Context: an optimization exercise on an open-source flow, tuned for small area and a short achievable clock period. The choices shown serve that exercise and are no tape-out recipe. Where RTL was checked, it was by simulation tests only, not by an equivalence proof against the original.

run 1:
==> flow/design.v <==
`timescale 1ns/1ps
module adc_fa (
    input  logic a_i,
    input  logic b_i,
    input  logic c_i,
    output logic s_o,
    output logic c_o
);
    assign s_o = a_i ^ b_i ^ c_i;
    assign c_o = (a_i & b_i) | (c_i & (a_i ^ b_i));
endmodule
module adc_mul (
    input  logic        clk_i,
    input  logic        rst_i,
    input  logic [11:0] x_i,
    input  logic [9:0]  y_i,
    input  logic [9:0]  z_i,
    output logic [11:0] fp_o             
);
    localparam int KA = 2;
    localparam int KB = 5;
    localparam int KC = 12 - KA - KB;
    localparam int YK = 6;
    logic [11:0] x_q;
    logic [9:0]  y_q;
    logic [9:0]  z_q;
    logic [3:0]  vld_q;                  
    always_ff @(posedge clk_i) begin
        x_q <= x_i;
        y_q <= y_i;
        z_q <= z_i;
    end
    always_ff @(posedge clk_i or posedge rst_i) begin
        if (rst_i) begin
            vld_q <= '0;
        end else begin
            vld_q <= {vld_q[2:0], 1'b1};
        end
    end
    logic [12:0] nacc [0:9];             
    logic [21:0] nprod;                  
    assign nacc[0] = {1'b1, ~(x_q & {12{y_q[0]}})};
    for (genvar r = 1; r < 10; r++) begin : g_row
        logic [11:0] na;
        logic [11:0] nb;
        assign na = nacc[r-1][12:1];
        assign nb = ~(x_q & {12{y_q[r]}});
        for (genvar i = 0; i < 12; i++) begin : g_bit
            logic nc;                    
            if (i == 0) begin : g_half
                assign nacc[r][0] = ~(na[0] ^ nb[0]);
                assign nc         = na[0] | nb[0];
            end else if (r == 1 && i == 11) begin : g_top
                assign nacc[r][i] = ~(nb[i] ^ g_bit[i-1].nc);
                assign nc         = nb[i] | g_bit[i-1].nc;
            end else begin : g_full
                adc_fa i_fa (.a_i(na[i]), .b_i(nb[i]), .c_i(g_bit[i-1].nc), .s_o(nacc[r][i]), .c_o(nc));
            end
        end
        assign nacc[r][12] = g_bit[11].nc;
    end
    for (genvar r = 0; r < 10; r++) begin : g_prod
        assign nprod[r] = nacc[r][0];
    end
    assign nprod[21:10] = nacc[9][12:1];
    logic [9:0] zd;
    assign zd = {z_q[9:1], z_q[0] | (z_q == '0)};
    for (genvar i = 0; i < 10; i++) begin : g_ge
        logic c;                         
        if (i == 0) begin : g_first
            assign c = ~nprod[12] | ~z_q[0];
        end else begin : g_next
            assign c = (~nprod[12+i] & ~z_q[i]) | (g_ge[i-1].c & (~nprod[12+i] | ~z_q[i]));
        end
    end
    logic [9:0] z_n8, z_n4, z_n2, z_odd, zon;
    assign z_n8  = (z_q[7:0]  == '0) ? (z_q  >> 8) : z_q;
    assign z_n4  = (z_n8[3:0] == '0) ? (z_n8 >> 4) : z_n8;
    assign z_n2  = (z_n4[1:0] == '0) ? (z_n4 >> 2) : z_n4;
    assign z_odd = (z_n2[0]   == '0) ? (z_n2 >> 1) : z_n2;
    assign zon   = ~z_odd;
    logic [9:0] ymod_a [0:YK-1];         
    for (genvar k = 0; k < YK; k++) begin : g_ymod_a
        logic [k:0] t;
        logic [k:0] diff;
        if (k == 0) begin : g_first
            assign t = y_q[9];
        end else begin : g_next
            assign t = {ymod_a[k-1][k-1:0], y_q[9-k]};
        end
        for (genvar i = 0; i <= k; i++) begin : g_bit
            logic c;                     
            if (i == 0) begin : g_first
                assign diff[0] = ~(t[0] ^ zon[0]);
                assign c       = t[0] | zon[0];
            end else begin : g_next
                adc_fa i_fa (.a_i(t[i]), .b_i(zon[i]), .c_i(g_bit[i-1].c), .s_o(diff[i]), .c_o(c));
            end
        end
        assign ymod_a[k] = {{(9-k){1'b0}}, (g_bit[k].c && (z_odd[9:k+1] == '0)) ? diff : t};
    end
    logic [9:0]  nrem_a [0:KA];
    logic [11:0] nlq_a  [0:KA];          
    assign nrem_a[0] = nprod[21:12];
    assign nlq_a[0]  = nprod[11:0];
    for (genvar k = 0; k < KA; k++) begin : g_stp_a
        logic [10:0] nt;
        logic [9:0]  ndiff;
        logic        nq;
        assign nt = {nrem_a[k], nlq_a[k][11]};
        for (genvar i = 0; i < 10; i++) begin : g_bit
            logic nc;                    
            if (i == 0) begin : g_first
                assign ndiff[0] = nt[0] ^ zd[0];
                assign nc       = nt[0] & zd[0];
            end else begin : g_next
                adc_fa i_fa (.a_i(nt[i]), .b_i(zd[i]), .c_i(g_bit[i-1].nc), .s_o(ndiff[i]), .c_o(nc));
            end
        end
        assign nq          = g_bit[9].nc & nt[10];
        assign nrem_a[k+1] = nq ? nt[9:0] : ndiff;
        assign nlq_a[k+1]  = {nlq_a[k][10:0], nq};
    end
    logic       x_nz;
    assign x_nz = (x_q != '0);
    logic [9:0]  nrem_a_q;
    logic [11:0] nlq_a_q;
    logic [9:0]  zd_a_q;
    logic        sat_a_q;                
    logic [9:0]  ym_a_q;                 
    logic [9:0]  zon_a_q;                
    logic        xnz_a_q;                
    always_ff @(posedge clk_i) begin
        nrem_a_q <= nrem_a[KA];
        nlq_a_q  <= nlq_a[KA];
        zd_a_q   <= zd;
        sat_a_q <= g_ge[9].c && x_nz && (y_q != '0);
        ym_a_q  <= {ymod_a[YK-1][YK-1:0], y_q[9-YK:0]};
        zon_a_q <= zon;
        xnz_a_q <= x_nz;
    end
    logic [9:0] ymod_b [YK:8];
    for (genvar k = YK; k < 9; k++) begin : g_ymod_b
        logic [k:0] t;
        logic [k:0] diff;
        if (k == YK) begin : g_first
            assign t = ym_a_q[9:9-k];
        end else begin : g_next
            assign t = {ymod_b[k-1][k-1:0], ym_a_q[9-k]};
        end
        for (genvar i = 0; i <= k; i++) begin : g_bit
            logic c;
            if (i == 0) begin : g_first
                assign diff[0] = ~(t[0] ^ zon_a_q[0]);
                assign c       = t[0] | zon_a_q[0];
            end else begin : g_next
                adc_fa i_fa (.a_i(t[i]), .b_i(zon_a_q[i]), .c_i(g_bit[i-1].c), .s_o(diff[i]), .c_o(c));
            end
        end
        assign ymod_b[k] = {{(9-k){1'b0}}, (g_bit[k].c && (zon_a_q[9:k+1] == '1)) ? diff : t};
    end
    logic [9:0] y_last;
    logic       y_div;                   
    assign y_last = {ymod_b[8][8:0], ym_a_q[0]};
    assign y_div  = (y_last == '0) || (y_last == ~zon_a_q);
    logic [9:0]  nrem_b [0:KB];
    logic [11:0] nlq_b  [0:KB];
    assign nrem_b[0] = nrem_a_q;
    assign nlq_b[0]  = nlq_a_q;
    for (genvar k = 0; k < KB; k++) begin : g_stp_b
        logic [10:0] nt;
        logic [9:0]  ndiff;
        logic        nq;
        assign nt = {nrem_b[k], nlq_b[k][11]};
        for (genvar i = 0; i < 10; i++) begin : g_bit
            logic nc;
            if (i == 0) begin : g_first
                assign ndiff[0] = nt[0] ^ zd_a_q[0];
                assign nc       = nt[0] & zd_a_q[0];
            end else begin : g_next
                adc_fa i_fa (.a_i(nt[i]), .b_i(zd_a_q[i]), .c_i(g_bit[i-1].nc), .s_o(ndiff[i]), .c_o(nc));
            end
        end
        assign nq          = g_bit[9].nc & nt[10];
        assign nrem_b[k+1] = nq ? nt[9:0] : ndiff;
        assign nlq_b[k+1]  = {nlq_b[k][10:0], nq};
    end
    logic [9:0]  nrem_b_q;
    logic [11:0] nlq_b_q;
    logic [9:0]  zd_b_q;
    logic        sat_b_q;
    logic        d_b_q;                  
    always_ff @(posedge clk_i) begin
        nrem_b_q <= nrem_b[KB];
        nlq_b_q  <= nlq_b[KB];
        zd_b_q   <= zd_a_q;
        sat_b_q <= sat_a_q;
        d_b_q   <= !y_div && xnz_a_q;
    end
    logic [9:0]  nrem_c [0:KC-1];
    logic [11:0] nlq_c  [0:KC-1];
    assign nrem_c[0] = nrem_b_q;
    assign nlq_c[0]  = nlq_b_q;
    for (genvar k = 0; k < KC; k++) begin : g_stp_c
        logic [10:0] nt;
        logic [9:0]  ndiff;
        logic        nq;
        assign nt = {nrem_c[k], nlq_c[k][11]};
        for (genvar i = 0; i < 10; i++) begin : g_bit
            logic nc;
            if (i == 0) begin : g_first
                assign ndiff[0] = nt[0] ^ zd_b_q[0];
                assign nc       = nt[0] & zd_b_q[0];
            end else begin : g_next
                adc_fa i_fa (.a_i(nt[i]), .b_i(zd_b_q[i]), .c_i(g_bit[i-1].nc), .s_o(ndiff[i]), .c_o(nc));
            end
        end
        assign nq = g_bit[9].nc & nt[10];
        if (k < KC - 1) begin : g_next
            assign nrem_c[k+1] = nq ? nt[9:0] : ndiff;
            assign nlq_c[k+1]  = {nlq_c[k][10:0], nq};
        end
    end
    logic [11:0] quot_q;
    logic        sat_q;
    logic        dec_q;                  
    always_ff @(posedge clk_i) begin
        quot_q <= ~{nlq_c[KC-1][10:0], g_stp_c[KC-1].nq};
        sat_q  <= sat_b_q;
        dec_q  <= d_b_q && ((g_stp_c[KC-1].ndiff == '1) || (g_stp_c[KC-1].nt == '1));
    end
    logic [11:0] res;
    for (genvar i = 0; i < 12; i++) begin : g_dec
        if (i == 0) begin : g_first
            assign res[i] = vld_q[3] && (sat_q || (quot_q[i] ^ dec_q));
        end else begin : g_next
            assign res[i] = vld_q[3] && (sat_q || (quot_q[i] ^ (dec_q && (quot_q[i-1:0] == '0))));
        end
    end
    always_ff @(posedge clk_i or posedge rst_i) begin
        if (rst_i) begin
            fp_o <= '0;
        end else begin
            fp_o <= res;
        end
    end
endmodule
clock: 110.0 ns
lec_check: 0
abc_area: 1
cap_margin: 20
core_margin: 2
core_utilization: 70
cts_buf_list: sky130_fd_sc_hd__clkbuf_8
slew_margin: 20
synth_hierarchical: 1
synth_minimum_keep_size: 0
standard.sh (not shown) runs the stock make flow with config.mk's settings and CLKGATE_MAP_FILE= SYNTH_SCRIPT=/design/flow/synth_recipe.tcl, a recipe that flattens the netlist after the stock synthesis.
==> flow/flow/run.sh <==
#!/bin/bash
# The standard layout with three changes:
#  - the smallest buffer on the ports instead of a delay buffer;
#  - a clock tree under a strong root buffer, without dummy loads;
#  - half adder cells left out, so that synthesis maps half adders to gates
#    (the design's half adders mostly need inverted inputs or outputs).
set -euo pipefail
export BUFFER_PORTS_ARGS="-buffer_cell sky130_fd_sc_hd__buf_1"
export CTS_ARGS="-sink_clustering_enable -repair_clock_nets -root_buf sky130_fd_sc_hd__clkbuf_16 -buf_list sky130_fd_sc_hd__clkbuf_8 -dont_use_dummy_load"
# The platform's own don't-use list, plus the half adders
plat_du=$(sed -n '/^export DONT_USE_CELLS += \\/,/^#/p' "$FLOW_HOME/platforms/$FLOW_PLATFORM/config.mk" \
          | grep -v '^#' | grep -v 'export' | tr -d '\\' | tr -s ' \n' ' ')
du="$plat_du sky130_fd_sc_hd__ha_1 sky130_fd_sc_hd__ha_2 sky130_fd_sc_hd__ha_4"
echo "DONT_USE_CELLS=$du" > dont_use.log
bash standard.sh "DONT_USE_CELLS=$du" finish > standard.log 2>&1
Here is what was changed in the inputs of run 2 compared with run 1.
-- flow/design.v --
<<< run 1, line 21
    localparam int KB = 5;
    localparam int KC = 12 - KA - KB;
    localparam int YK = 6;
    logic [11:0] x_q;
    logic [9:0]  y_q;
>>> run 2, line 21
    localparam int KB = 5;
    localparam int KC = 12 - KA - KB;
    localparam int YK = 9;
    logic [11:0] x_q;
    logic [9:0]  y_q;
<<< run 1, line 122
        assign nlq_a[k+1]  = {nlq_a[k][10:0], nq};
    end
    logic       x_nz;
    assign x_nz = (x_q != '0);
>>> run 2, line 122
        assign nlq_a[k+1]  = {nlq_a[k][10:0], nq};
    end
    logic [9:0] y_last;
    logic       y_div;                   
    assign y_last = {ymod_a[8][8:0], y_q[0]};
    assign y_div  = (y_last == '0) || (y_last == z_odd);
    logic       x_nz;
    assign x_nz = (x_q != '0);
<<< run 1, line 128
    logic [9:0]  zd_a_q;
    logic        sat_a_q;                
    logic [9:0]  ym_a_q;                 
    logic [9:0]  zon_a_q;                
    logic        xnz_a_q;                
    always_ff @(posedge clk_i) begin
        nrem_a_q <= nrem_a[KA];
>>> run 2, line 132
    logic [9:0]  zd_a_q;
    logic        sat_a_q;                
    logic        d_a_q;                  
    always_ff @(posedge clk_i) begin
        nrem_a_q <= nrem_a[KA];
<<< run 1, line 136
        zd_a_q   <= zd;
        sat_a_q <= g_ge[9].c && x_nz && (y_q != '0);
        ym_a_q  <= {ymod_a[YK-1][YK-1:0], y_q[9-YK:0]};
        zon_a_q <= zon;
        xnz_a_q <= x_nz;
    end
    logic [9:0] ymod_b [YK:8];
    for (genvar k = YK; k < 9; k++) begin : g_ymod_b
        logic [k:0] t;
        logic [k:0] diff;
        if (k == YK) begin : g_first
            assign t = ym_a_q[9:9-k];
        end else begin : g_next
            assign t = {ymod_b[k-1][k-1:0], ym_a_q[9-k]};
        end
        for (genvar i = 0; i <= k; i++) begin : g_bit
            logic c;
            if (i == 0) begin : g_first
                assign diff[0] = ~(t[0] ^ zon_a_q[0]);
                assign c       = t[0] | zon_a_q[0];
            end else begin : g_next
                adc_fa i_fa (.a_i(t[i]), .b_i(zon_a_q[i]), .c_i(g_bit[i-1].c), .s_o(diff[i]), .c_o(c));
            end
        end
        assign ymod_b[k] = {{(9-k){1'b0}}, (g_bit[k].c && (zon_a_q[9:k+1] == '1)) ? diff : t};
    end
    logic [9:0] y_last;
    logic       y_div;                   
    assign y_last = {ymod_b[8][8:0], ym_a_q[0]};
    assign y_div  = (y_last == '0) || (y_last == ~zon_a_q);
    logic [9:0]  nrem_b [0:KB];
    logic [11:0] nlq_b  [0:KB];
>>> run 2, line 138
        zd_a_q   <= zd;
        sat_a_q <= g_ge[9].c && x_nz && (y_q != '0);
        d_a_q    <= !y_div && x_nz;
    end
    logic [9:0]  nrem_b [0:KB];
    logic [11:0] nlq_b  [0:KB];
<<< run 1, line 196
        zd_b_q   <= zd_a_q;
        sat_b_q <= sat_a_q;
        d_b_q   <= !y_div && xnz_a_q;
    end
    logic [9:0]  nrem_c [0:KC-1];
>>> run 2, line 172
        zd_b_q   <= zd_a_q;
        sat_b_q <= sat_a_q;
        d_b_q    <= d_a_q;
    end
    logic [9:0]  nrem_c [0:KC-1];
## What came out
Summary: with run 1 as the reference, synthesized netlist cell count in run 2 moved up by a few percent. Going from run 1 to run 2, xor and xnor area share after synthesis decreased by 0.83 points relative to the old numbers; worst setup slack for register-to-register paths increased by 0.04 ns relative to the old numbers; number of global-route vias before repair increased by 485 relative to the old numbers; cell area decreased by 0.86% relative to the old numbers. Clock-pin slew on the worst setup and hold paths was lower in run 2 than in run 1. Compared with run 1, run 2 shows a higher wire length of the first global-routing pass. Cmp run 2 and run 1 / non-clock buffer total of the final layout / higher: run 1. As of run 2, routed wire length had risen by a few percent compared to run 1. Looking only at sequential share of layout area, and setting everything else aside, the higher value of run 2 and run 1 goes to run 1. | number of DRC markers after the initial detailed-route iteration | run 2 vs run 1 | worse |. Run 2 ends up with higher worst hold slack than run 1 does. In the reports for run 2 and run 1, the smaller horizontal die dimension belongs to run 2.

* * *

Starts from the design.v that is shown in full above.
Settings: LEC_CHECK=0, ABC_AREA=1, CAP_MARGIN=20, CORE_MARGIN=2, CORE_UTILIZATION=70, CTS_BUF_LIST=sky130_fd_sc_hd__clkbuf_8, SLEW_MARGIN=20, SYNTH_HIERARCHICAL=1, SYNTH_MINIMUM_KEEP_SIZE=0; clock period 110.0 ns.
==> flow/flow/run.sh <==
#!/bin/bash
# The standard layout, with the smallest buffer on the ports instead of a delay
# buffer, and no dummy loads on the clock tree.
set -euo pipefail
export BUFFER_PORTS_ARGS="-buffer_cell sky130_fd_sc_hd__buf_1"
export CTS_ARGS="-sink_clustering_enable -repair_clock_nets -buf_list sky130_fd_sc_hd__clkbuf_8 -dont_use_dummy_load"
bash standard.sh > standard.log 2>&1
==> next run, changes <==
--- a/flow/design.v
+++ b/flow/design.v
@@ -17,13 +17,14 @@
     input  logic [9:0]  z_i,
     output logic [11:0] fp_o             
 );
     localparam int KA = 2;
     localparam int KB = 5;
     localparam int KC = 12 - KA - KB;
-    localparam int YK = 6;
+    localparam int YK = 9;
+    localparam int YF = 6;
     logic [11:0] x_q;
     logic [9:0]  y_q;
     logic [9:0]  z_q;
     logic [3:0]  vld_q;                  
     always_ff @(posedge clk_i) begin
         x_q <= x_i;
@@ -85,22 +86,31 @@
         logic [k:0] diff;
         if (k == 0) begin : g_first
             assign t = y_q[9];
         end else begin : g_next
             assign t = {ymod_a[k-1][k-1:0], y_q[9-k]};
         end
+        logic fits;
         for (genvar i = 0; i <= k; i++) begin : g_bit
             logic c;                     
             if (i == 0) begin : g_first
                 assign diff[0] = ~(t[0] ^ zon[0]);
                 assign c       = t[0] | zon[0];
-            end else begin : g_next
+            end else if (k < YF) begin : g_fa
                 adc_fa i_fa (.a_i(t[i]), .b_i(zon[i]), .c_i(g_bit[i-1].c), .s_o(diff[i]), .c_o(c));
-            end
-        end
-        assign ymod_a[k] = {{(9-k){1'b0}}, (g_bit[k].c && (z_odd[9:k+1] == '0)) ? diff : t};
+            end else begin : g_fast
+                assign c       = (t[i] & zon[i]) | (g_bit[i-1].c & (t[i] | zon[i]));
+                assign diff[i] = t[i] ^ (fits & (zon[i] ^ g_bit[i-1].c));
+            end
+        end
+        assign fits = g_bit[k].c && (z_odd[9:k+1] == '0);
+        if (k < YF) begin : g_sel
+            assign ymod_a[k] = {{(9-k){1'b0}}, fits ? diff : t};
+        end else begin : g_flip
+            assign ymod_a[k] = {{(9-k){1'b0}}, diff[k:1], fits ? diff[0] : t[0]};
+        end
     end
     logic [9:0]  nrem_a [0:KA];
     logic [11:0] nlq_a  [0:KA];          
     assign nrem_a[0] = nprod[21:12];
     assign nlq_a[0]  = nprod[11:0];
     for (genvar k = 0; k < KA; k++) begin : g_stp_a
@@ -118,54 +128,30 @@
             end
         end
         assign nq          = g_bit[9].nc & nt[10];
         assign nrem_a[k+1] = nq ? nt[9:0] : ndiff;
         assign nlq_a[k+1]  = {nlq_a[k][10:0], nq};
     end
+    logic [9:0] y_last;
+    logic       y_div;                   
+    assign y_last = {ymod_a[8][8:0], y_q[0]};
+    assign y_div  = (y_last == '0) || (y_last == z_odd);
     logic       x_nz;
     assign x_nz = (x_q != '0);
     logic [9:0]  nrem_a_q;
     logic [11:0] nlq_a_q;
     logic [9:0]  zd_a_q;
     logic        sat_a_q;                
-    logic [9:0]  ym_a_q;                 
-    logic [9:0]  zon_a_q;                
-    logic        xnz_a_q;                
+    logic        d_a_q;                  
     always_ff @(posedge clk_i) begin
         nrem_a_q <= nrem_a[KA];
         nlq_a_q  <= nlq_a[KA];
         zd_a_q   <= zd;
         sat_a_q <= g_ge[9].c && x_nz && (y_q != '0);
-        ym_a_q  <= {ymod_a[YK-1][YK-1:0], y_q[9-YK:0]};
-        zon_a_q <= zon;
-        xnz_a_q <= x_nz;
-    end
-    logic [9:0] ymod_b [YK:8];
-    for (genvar k = YK; k < 9; k++) begin : g_ymod_b
-        logic [k:0] t;
-        logic [k:0] diff;
-        if (k == YK) begin : g_first
-            assign t = ym_a_q[9:9-k];
-        end else begin : g_next
-            assign t = {ymod_b[k-1][k-1:0], ym_a_q[9-k]};
-        end
-        for (genvar i = 0; i <= k; i++) begin : g_bit
-            logic c;
-            if (i == 0) begin : g_first
-                assign diff[0] = ~(t[0] ^ zon_a_q[0]);
-                assign c       = t[0] | zon_a_q[0];
-            end else begin : g_next
-                adc_fa i_fa (.a_i(t[i]), .b_i(zon_a_q[i]), .c_i(g_bit[i-1].c), .s_o(diff[i]), .c_o(c));
-            end
-        end
-        assign ymod_b[k] = {{(9-k){1'b0}}, (g_bit[k].c && (zon_a_q[9:k+1] == '1)) ? diff : t};
-    end
-    logic [9:0] y_last;
-    logic       y_div;                   
-    assign y_last = {ymod_b[8][8:0], ym_a_q[0]};
-    assign y_div  = (y_last == '0) || (y_last == ~zon_a_q);
+        d_a_q    <= !y_div && x_nz;
+    end
     logic [9:0]  nrem_b [0:KB];
     logic [11:0] nlq_b  [0:KB];
     assign nrem_b[0] = nrem_a_q;
     assign nlq_b[0]  = nlq_a_q;
     for (genvar k = 0; k < KB; k++) begin : g_stp_b
         logic [10:0] nt;
@@ -192,13 +178,13 @@
     logic        d_b_q;                  
     always_ff @(posedge clk_i) begin
         nrem_b_q <= nrem_b[KB];
         nlq_b_q  <= nlq_b[KB];
         zd_b_q   <= zd_a_q;
         sat_b_q <= sat_a_q;
-        d_b_q   <= !y_div && xnz_a_q;
+        d_b_q    <= d_a_q;
     end
     logic [9:0]  nrem_c [0:KC-1];
     logic [11:0] nlq_c  [0:KC-1];
     assign nrem_c[0] = nrem_b_q;
     assign nlq_c[0]  = nlq_b_q;
     for (genvar k = 0; k < KC; k++) begin : g_stp_c
Result: Setup slack improves by 0.028 ns; critical path depth does not change; register-to-register slack degrades by 0.40 ns; sequential share of layout area came out lower by 3.7 points.
For the second run of this note, only the layout was checked, not whether the RTL still works.

==> re-timing with driven ports <==
In the flow no input, the clock included, has a driving cell. The finished layouts below were timed again as built, in two steps. Step 1 (the two cells are an assumption about what drives the block):
set clk [get_ports {clk_i}]
set_driving_cell -lib_cell sky130_fd_sc_hd__clkbuf_16 $clk
set_driving_cell -lib_cell sky130_fd_sc_hd__buf_2 [delete_from_list [all_inputs] $clk]
Step 2 times the ports against the registers' clock, not the clock port: input delays grow and output delays shrink by t, the midpoint of the rising clock arrivals with the driver on. Three values: no drivers, after step 1, after step 2; two values: the first two.
run | t (ns) | slack for setup (ns) | hold WS [ns] | clock arrival spread, ns
run 1 | 0.411 | 87.120 / 87.076 / 87.487 | 0.309 / 0.309 / 0.309 | 0.031 / 0.031
run 2 | 0.406 | 87.144 / 87.097 / 87.503 | 0.313 / 0.313 / 0.313 | 0.026 / 0.026
the first run of note 2 | 0.484 | 87.030 / 86.992 / 87.476 | 0.311 / 0.311 / 0.311 | 0.039 / 0.040
the second run of note 2 | 0.471 | 87.058 / 87.017 / 87.098 | 0.309 / 0.309 / 0.309 | 0.048 / 0.048
After both steps setup and hold are still met in every run listed.
